This design comes from an exercise in tuning for small area on the open sky130 flow, not from production work. Only simulation tests tie the RTL to the original design; equivalence was not proved. No activity file was given, so power comes from the tool's default toggle rates.

onyx:
==> flow/design.v <==
package regfile_pkg;
  localparam int XLEN_DEF = 32;
  localparam int NREG_DEF = 32;
  localparam int NRP_DEF  = 2;
  localparam int AW_DEF   = $clog2(NREG_DEF);
  typedef logic [AW_DEF-1:0]   reg_addr_t;
  typedef logic [XLEN_DEF-1:0] xlen_t;
endpackage
module regfile_hold (
  input  logic d,
  input  logic q,
  input  logic wr,
  input  logic nwr,
  output logic nd
);
  assign nd = (d && wr) || (q && nwr);
endmodule
module regfile_and3 (
  input  logic a,
  input  logic b,
  input  logic c,
  output logic y
);
  assign y = a && b && c;
endmodule
module regfile_aoi3 (
  input  logic [2:0] a,
  input  logic [2:0] s,
  output logic       yn
);
  assign yn = !((a[0] && s[0]) || (a[1] && s[1]) || (a[2] && s[2]));
endmodule
module regfile_aoi2 (
  input  logic [1:0] a,
  input  logic [1:0] s,
  output logic       yn
);
  assign yn = !((a[0] && s[0]) || (a[1] && s[1]));
endmodule
module regfile_sel
#(
  parameter int N = 32
) (
  input  logic [N-1:0] a,
  input  logic [N-1:0] s,
  output logic         y
);
  logic [9:0] yn;
  for (genvar k = 0; k < 10; k++) begin : g_a3
    regfile_aoi3 u_a3 (.a(a[3*k+2:3*k]), .s(s[3*k+2:3*k]), .yn(yn[k]));
  end
  if (N == 32) begin : g_32
    logic yn2;
    regfile_aoi2 u_a2 (.a(a[31:30]), .s(s[31:30]), .yn(yn2));
    assign y = !(&yn[3:0]) || !(&yn[7:4]) || !(yn[8] && yn[9] && yn2);
  end else begin : g_31
    assign y = !(&yn) || (a[30] && s[30]);
  end
endmodule
module regfile_lookup (
  input  logic [31:0] d,
  input  logic [7:0]  lo,
  input  logic [3:0]  hi,
  output logic        y
);
  logic [3:0] t;
  for (genvar g = 0; g < 4; g++) begin : g_grp
    logic [2:0] yn;
    regfile_aoi3 u_a0 (.a(d[8*g+2:8*g]),   .s(lo[2:0]), .yn(yn[0]));
    regfile_aoi3 u_a1 (.a(d[8*g+5:8*g+3]), .s(lo[5:3]), .yn(yn[1]));
    regfile_aoi2 u_a2 (.a(d[8*g+7:8*g+6]), .s(lo[7:6]), .yn(yn[2]));
    assign t[g] = !(&yn);
  end
  logic [1:0] un;
  regfile_aoi2 u_b0 (.a(t[1:0]), .s(hi[1:0]), .yn(un[0]));
  regfile_aoi2 u_b1 (.a(t[3:2]), .s(hi[3:2]), .yn(un[1]));
  assign y = !(&un);
endmodule
module regfile_sb
#(
  parameter int XLEN   = regfile_pkg::XLEN_DEF,
  parameter int NREG   = regfile_pkg::NREG_DEF,
  parameter int NRP    = regfile_pkg::NRP_DEF,
  localparam int AW    = $clog2(NREG)
) (
  input  logic                     clk,
  input  logic                     reset,
  input  logic                     we,
  input  logic [AW-1:0]            waddr,
  input  logic [XLEN-1:0]          wdata,
  input  logic                     rsv_valid,
  input  logic [AW-1:0]            rsv_addr,
  input  logic [NRP-1:0]           rd_en,
  input  logic [NRP-1:0][AW-1:0]   raddr,
  output logic [NRP-1:0][XLEN-1:0] rdata,
  output logic [NRP-1:0]           rd_busy,
  output logic                     hazard,
  output logic [AW:0]              pend_cnt
);
  logic [XLEN-1:0] regs   [1:NREG-1];
  logic [XLEN-1:0] regs_d [1:NREG-1];
  logic            run;       
  logic [NREG-1:1] vld;       
  logic [NREG-1:1] bq;        
  logic [NREG-1:1] wsel;      
  logic [NREG-1:1] nwr;       
  logic [NREG-1:1] rdok;      
  logic [NREG-1:1] bqa;       
  logic            wlive;
  logic            waw;
  logic            rsv_ok;
  logic            wr_busy;   
  assign wlive = we && !reset;
  always_ff @(posedge clk or posedge reset)
    if (reset) run <= 1'b0;
    else       run <= 1'b1;
  for (genvar r = 1; r < NREG; r++) begin : g_dec
    assign wsel[r] = wlive && (waddr == AW'(r));
    assign nwr[r]  = !wsel[r];
    assign rdok[r] = vld[r] && run && nwr[r];
    assign bqa[r]  = bq[r] && run && nwr[r];
  end
  for (genvar r = 1; r < NREG; r++) begin : g_reg
    for (genvar b = 0; b < XLEN; b++) begin : g_b
      regfile_hold u_hold (
        .d (wdata[b]), .q (regs[r][b]), .wr (wsel[r]), .nwr (nwr[r]),
        .nd (regs_d[r][b])
      );
    end
    always_ff @(posedge clk)
      regs[r] <= regs_d[r];
    always_ff @(posedge clk)
      vld[r] <= wsel[r] || (vld[r] && run);
  end
  for (genvar i = 0; i < NRP; i++) begin : g_rd
    logic [NREG-1:0] sel;
    logic [7:0]      lo;      
    logic [3:0]      hi;      
    for (genvar k = 0; k < 8; k++) begin : g_lo
      assign lo[k] = (raddr[i][2:0] == 3'(k));
    end
    for (genvar g = 0; g < 4; g++) begin : g_hi
      assign hi[g] = (raddr[i][4:3] == 2'(g));
    end
    for (genvar r = 1; r < NREG; r++) begin : g_s
      regfile_and3 u_s (.a(hi[r/8]), .b(lo[r%8]), .c(rdok[r]), .y(sel[r]));
    end
    assign sel[0]  = wlive && (waddr == raddr[i]) && (raddr[i] != '0);
    for (genvar b = 0; b < XLEN; b++) begin : g_b
      logic [NREG-1:0] col;
      assign col[0] = wdata[b];
      for (genvar r = 1; r < NREG; r++) begin : g_c
        assign col[r] = regs[r][b];
      end
      regfile_sel #(.N(32)) u_sel (.a(col), .s(sel), .y(rdata[i][b]));
    end
    regfile_lookup u_busy (.d({bqa, 1'b0}), .lo(lo), .hi(hi), .y(rd_busy[i]));
  end
  logic waw_hit;
  logic wr_hit;
  logic [AW:0] cnt;
  logic [7:0] rlo;            
  logic [3:0] rhi;            
  for (genvar k = 0; k < 8; k++) begin : g_rlo
    assign rlo[k] = (rsv_addr[2:0] == 3'(k));
  end
  for (genvar g = 0; g < 4; g++) begin : g_rhi
    assign rhi[g] = (rsv_addr[4:3] == 2'(g));
  end
  regfile_lookup u_waw (.d({bqa, 1'b0}), .lo(rlo), .hi(rhi), .y(waw_hit));
  regfile_sel #(.N(31)) u_wbusy (.a(bq), .s(wsel), .y(wr_hit));
  assign wr_busy = wr_hit && run;
  assign waw     = rsv_valid && waw_hit;
  assign hazard  = (rd_en[0] && rd_busy[0]) || (rd_en[1] && rd_busy[1]) || waw;
  assign rsv_ok  = rsv_valid && (rsv_addr != '0) && !hazard && !reset;
  for (genvar r = 1; r < NREG; r++) begin : g_busy
    always_ff @(posedge clk)
      bq[r] <= (rsv_ok && rhi[r/8] && rlo[r%8]) || bqa[r];
  end
  assign pend_cnt = cnt & {(AW+1){run}};
  always_ff @(posedge clk)
    if (rsv_ok != wr_busy)
      cnt <= rsv_ok ? pend_cnt + 1'b1 : pend_cnt - 1'b1;
    else
      cnt <= pend_cnt;
endmodule
Settings: LEC_CHECK=0, CAP_MARGIN=25, CORE_MARGIN=2, CORE_UTILIZATION=40, CTS_BUF_LIST=sky130_fd_sc_hd__clkbuf_4, CTS_CLUSTER_DIAMETER=40, CTS_CLUSTER_SIZE=10, SLEW_MARGIN=25, SYNTH_HIERARCHICAL=1, SYNTH_MINIMUM_KEEP_SIZE=0; clock period 10.0 ns.
standard.sh (not shown) runs the stock make flow with config.mk's settings and CLKGATE_MAP_FILE= SYNTH_SCRIPT=/design/flow/synth_recipe.tcl, a recipe that flattens the netlist after the stock synthesis.
==> flow/flow/run.sh <==
#!/bin/bash
# Own layout flow: the standard ORFS flow (standard.sh) with these changes:
#  - gates that synthesis sized up are set back to drive strength 1 after the
#    floorplan (flow/downsize.tcl); placement's repair then sizes what needs it,
#  - each port gets the smallest buffer instead of a delay-cell buffer,
#  - the clock tree uses small clock buffers in small clusters, without dummy loads.
# The full make output goes to flow_make.log; each ORFS step logs under orfs/logs/.
set -euo pipefail
here=$(cd "$(dirname "${BASH_SOURCE[0]}")" && pwd)
export POST_FLOORPLAN_TCL="$here/downsize.tcl"
export BUFFER_PORTS_ARGS="-buffer_cell sky130_fd_sc_hd__buf_1"
export CTS_ARGS="-sink_clustering_enable -repair_clock_nets -dont_use_dummy_load -buf_list sky130_fd_sc_hd__clkbuf_4 -sink_clustering_size 9 -sink_clustering_max_diameter 40"
bash standard.sh finish > flow_make.log 2>&1
==> flow/flow/downsize.tcl <==
# Set every combinational cell that synthesis sized up back to drive strength 1.
# Placement's repair_design then re-sizes or buffers whatever needs it, with real
# wire loads. Flip-flops and tap cells are left alone.
set n 0
foreach inst [[ord::get_db_block] getInsts] {
  set m [[$inst getMaster] getName]
  if {![regexp {^(sky130_fd_sc_hd__[a-z0-9]+)_([0-9]+)$} $m -> base drv]} { continue }
  if {$drv <= 1} { continue }
  if {[regexp {__(s?e?df|dl|tap|conb|lpflow)} $base]} { continue }
  set target ${base}_1
  if {[llength [get_lib_cells -quiet */$target]] == 0} { continue }
  replace_cell [$inst getName] $target
  incr n
}
puts "downsize: $n cells set to drive strength 1"
What garnet does differently from onyx at the input level:
diff --git a/flow/design.v b/flow/design.v
--- a/flow/design.v
+++ b/flow/design.v
@@ -105,4 +105,5 @@
   logic [NREG-1:1] wsel;      
   logic [NREG-1:1] nwr;       
+  logic [NREG-1:1] rsel;      
   logic [NREG-1:1] rdok;      
   logic [NREG-1:1] bqa;       
@@ -118,4 +119,5 @@
     assign wsel[r] = wlive && (waddr == AW'(r));
     assign nwr[r]  = !wsel[r];
+    assign rsel[r] = (rsv_addr == AW'(r));
     assign rdok[r] = vld[r] && run && nwr[r];
     assign bqa[r]  = bq[r] && run && nwr[r];
@@ -160,13 +162,5 @@
   logic wr_hit;
   logic [AW:0] cnt;
-  logic [7:0] rlo;            
-  logic [3:0] rhi;            
-  for (genvar k = 0; k < 8; k++) begin : g_rlo
-    assign rlo[k] = (rsv_addr[2:0] == 3'(k));
-  end
-  for (genvar g = 0; g < 4; g++) begin : g_rhi
-    assign rhi[g] = (rsv_addr[4:3] == 2'(g));
-  end
-  regfile_lookup u_waw (.d({bqa, 1'b0}), .lo(rlo), .hi(rhi), .y(waw_hit));
+  regfile_sel #(.N(31)) u_waw (.a(bqa), .s(rsel), .y(waw_hit));
   regfile_sel #(.N(31)) u_wbusy (.a(bq), .s(wsel), .y(wr_hit));
   assign wr_busy = wr_hit && run;
@@ -176,5 +170,5 @@
   for (genvar r = 1; r < NREG; r++) begin : g_busy
     always_ff @(posedge clk)
-      bq[r] <= (rsv_ok && rhi[r/8] && rlo[r%8]) || bqa[r];
+      bq[r] <= (rsv_ok && rsel[r]) || bqa[r];
   end
   assign pend_cnt = cnt & {(AW+1){run}};
### Flow results
Clock-buffer cell count grows slightly when moving from onyx to garnet. On final instance area, garnet tracks onyx almost exactly. The clock skew of garnet was inferior to that of onyx. Compared with onyx, garnet shows fraction of area in multi-input gates higher by 0.22 points. According to the power report, total power for garnet is lower than for onyx. garnet vs. onyx: top-level I/O count neither gained nor lost much, wire length of the first global-routing pass picked up an extra 0.95%, worst setup margin picked up an extra 69 ps, synthesized area neither gained nor lost much.

-- static timing again, ports no longer ideal --
The results above use ideal ports. As a check the final layouts listed here were re-extracted and re-timed, cells and wires unchanged.
Step 1 assumes that a clkbuf_16 drives the clock port and a buf_2 every other input.
Step 2 moves the port delays by t, midway between the first and last clock arrival at a register: inputs arrive t later, outputs are due t later. That takes back most of the time a late clock gives input paths.
Slacks: ideal ports / drivers / drivers and shift; pairs: ideal ports / drivers.
run	shift t [ns]	setup slack, ns	worst data-port slew with drivers (ns)
onyx	1.130	1.521 / 1.497 / 1.498	0.13
garnet	1.151	1.590 / 1.567 / 1.567	0.15
After both steps setup and hold are still met in every run listed.
